From an optimization exercise on the open Yosys and OpenROAD flow, aimed at small area and a short achievable clock period; shortcuts taken in it are not production practice. Function was checked by simulation only, so behaviour that the tests miss may differ from the original. No activity file was given, so power comes from the tool's default toggle rates.

Setup of delta:
==> flow/design.v <==
module data_mem_responder (
    input  logic        Clock,
    input  logic        ResetN,
    input  logic        MemRead,
    input  logic        MemWrite,
    input  logic [15:0] Address,
    input  logic [15:0] WriteData,
    output logic [15:0] ReadData,
    output logic        Ready,
    output logic        Error,
    output logic [1:0]  fsm_state
);
    localparam int NGRP = 8;             
    localparam int GW   = 256 / NGRP;    
    logic w1, w2, o0, o1, oe;
    logic [15:0] roww;                   
    logic acc;
    logic [15:0] row, col;               
    logic [15:0] wdata;
    logic        rd_ok, wr_ok, err_l;
    assign acc = !(w1 || w2 || o1) && (MemRead || MemWrite);
    always_ff @(posedge Clock or negedge ResetN) begin
        if (!ResetN) begin
            w1    <= 1'b0;
            w2    <= 1'b0;
            o0    <= 1'b0;
            o1    <= 1'b0;
            oe    <= 1'b0;
            roww  <= '0;
        end else begin
            w1    <= acc;
            w2    <= w1;
            o0    <= acc || w1;
            o1    <= w2;
            oe    <= w2 && err_l;
            roww  <= row & {16{w2 && wr_ok}};
        end
    end
    assign fsm_state = {o1, o0};
    assign Ready     = o1;
    assign Error     = oe;
    logic req_err;
    assign req_err = (MemRead & MemWrite) | Address[0] | (|Address[15:9]);
    always_ff @(posedge Clock) begin
        if (acc) begin
            row   <= 16'(1) << Address[8:5];
            col   <= 16'(1) << Address[4:1];
            wdata <= WriteData;
            err_l <= req_err;
            rd_ok <= MemRead & !req_err;
            wr_ok <= MemWrite & !req_err;
        end
    end
    logic [255:0] sel, we, nwe;
    logic [15:0]  rn [128];              
    for (genvar w = 0; w < 256; w++) begin : g_sel
        assign sel[w] = row[w / 16] & col[w % 16];      
        assign we[w]  = roww[w / 16] & col[w % 16];     
        assign nwe[w] = !(roww[w / 16] & col[w % 16]);
    end
    for (genvar p = 0; p < 128; p++) begin : g_pair
        dmr_word_pair u_pair (
            .Clock(Clock), .sel(sel[2 * p +: 2]), .we(we[2 * p +: 2]), .nwe(nwe[2 * p +: 2]),
            .wd(wdata),
            .rn(rn[p])
        );
    end
    localparam int GP = GW / 2;          
    logic [15:0] part_n [NGRP];
    for (genvar g = 0; g < NGRP; g++) begin : g_grp
        for (genvar b = 0; b < 16; b++) begin : g_bit
            logic [GP-1:0] terms;
            for (genvar k = 0; k < GP; k++) begin : g_term
                assign terms[k] = rn[g * GP + k][b];
            end
            always_ff @(posedge Clock) part_n[g][b] <= &terms;
        end
    end
    logic [15:0] rd_or;
    always_comb begin
        rd_or = '0;
        for (int g = 0; g < NGRP; g++) rd_or = rd_or | ~part_n[g];
    end
    always_ff @(posedge Clock) ReadData <= rd_or & {16{rd_ok}};
endmodule
module dmr_word_pair (
    input  logic        Clock,
    input  logic [1:0]  sel,
    input  logic [1:0]  we,
    input  logic [1:0]  nwe,
    input  logic [15:0] wd,
    output logic [15:0] rn
);
    logic [15:0] q0, q1;
    always_ff @(posedge Clock) begin
        q0 <= (q0 & {16{nwe[0]}}) | (wd & {16{we[0]}});
        q1 <= (q1 & {16{nwe[1]}}) | (wd & {16{we[1]}});
    end
    assign rn = ~((q0 & {16{sel[0]}}) | (q1 & {16{sel[1]}}));
endmodule
==> flow/config.mk <==
export PLATFORM = sky130hd
export DESIGN_NAME = data_mem_responder
export DESIGN_NICKNAME = data_mem_responder
export VERILOG_FILES = /design/flow/design.v
export SDC_FILE = /design/flow/constraint.sdc
export NUM_CORES = 4
export LEC_CHECK = 0
export CAP_MARGIN = 20
export CORE_MARGIN = 2
export CORE_UTILIZATION = 70
export CTS_BUF_LIST = sky130_fd_sc_hd__clkbuf_16
export CTS_CLUSTER_DIAMETER = 80
export CTS_CLUSTER_SIZE = 28
export PLACE_DENSITY = 0.8
export SETUP_SLACK_MARGIN = 2.55
export SLEW_MARGIN = 20
export SYNTH_HIERARCHICAL = 1
export SYNTH_MINIMUM_KEEP_SIZE = 0
==> flow/constraint.sdc <==
create_clock -name core_clock -period 5.0 [get_ports {Clock}]
set_input_delay 1.0000 -clock core_clock [delete_from_list [all_inputs] [get_ports {Clock}]]
set_output_delay 1.0000 -clock core_clock [all_outputs]
set_load 0.01 [all_outputs]
run.sh (not shown) runs the stock make flow with config.mk's settings and CLKGATE_MAP_FILE= SYNTH_SCRIPT=/design/flow/synth_recipe.tcl, a recipe that flattens the netlist after the stock synthesis.
For epsilon, these inputs were changed with respect to delta:
-- flow/design.v --
<<< delta, line 67
    end
    localparam int GP = GW / 2;          
    logic [15:0] part_n [NGRP];
    for (genvar g = 0; g < NGRP; g++) begin : g_grp
        for (genvar b = 0; b < 16; b++) begin : g_bit
>>> epsilon, line 67
    end
    localparam int GP = GW / 2;          
    logic [15:0] part [NGRP];
    for (genvar g = 0; g < NGRP; g++) begin : g_grp
        for (genvar b = 0; b < 16; b++) begin : g_bit
<<< delta, line 74
                assign terms[k] = rn[g * GP + k][b];
            end
            always_ff @(posedge Clock) part_n[g][b] <= &terms;
        end
    end
>>> epsilon, line 74
                assign terms[k] = rn[g * GP + k][b];
            end
            always_ff @(posedge Clock) part[g][b] <= !(&terms);
        end
    end
<<< delta, line 80
    always_comb begin
        rd_or = '0;
        for (int g = 0; g < NGRP; g++) rd_or = rd_or | ~part_n[g];
    end
    always_ff @(posedge Clock) ReadData <= rd_or & {16{rd_ok}};
>>> epsilon, line 80
    always_comb begin
        rd_or = '0;
        for (int g = 0; g < NGRP; g++) rd_or = rd_or | part[g];
    end
    always_ff @(posedge Clock) ReadData <= rd_or & {16{rd_ok}};
==> comparison <==
- From delta to epsilon the numbers moved as follows: total placed cells including tap cells barely changed; met2 wire length dropped 1.4 mm; clock group share of total power dropped 0.2 points; core utilization barely changed.
- reg -> reg as the kind of critical path was reported by epsilon, and reg -> out by delta.
- sky130_fd_sc_hd__or4_1 as the cell type of the slowest stage on the worst timing path was reported by epsilon, and sky130_fd_sc_hd__dfrtp_1 by delta.
- Re post-CTS setup buffer count: epsilon is 11 down on delta.
- Delta (epsilon minus delta): average wire per standard cell climbed 0.73 um; clock latency of the later-clocked register in the worst-skew pair down 0.03 ns; routing usage on met1 climbed 1.8 points; number of filler instances in the final layout +about 0.53%; number of instances in the synthesized netlist flat.

-- port drivers added, routing unchanged --
Ports are ideal in the flow. The routed layouts listed here were re-timed in OpenROAD.
Step 1 sets driving cells, clkbuf_16 on the clock port and buf_2 on the other inputs (assumed; they add their load-dependent delay and slew).
Step 2 times the ports against the registers' clock, not the clock port: input delays grow and output delays shrink by t, the midpoint of the rising clock arrivals with the driver on.
Three values: ideal, step 1, step 2; two values: the first two.
| run | shift t [ns] | setup WS [ns] | worst setup path after step 2 | worst data-port slew with drivers (ns) |
|---|---|---|---|---|
| delta | 0.986 | 2.425 / 2.329 / 1.973 | input to register | 0.19 |
| epsilon | 0.965 | 2.387 / 2.358 / 1.824 | input to register | 0.11 |
After both steps setup and hold are still met in every run listed. For epsilon, which loses most, drivers alone change the setup slack by -0.029 ns; drivers and shift together by -0.563 ns.
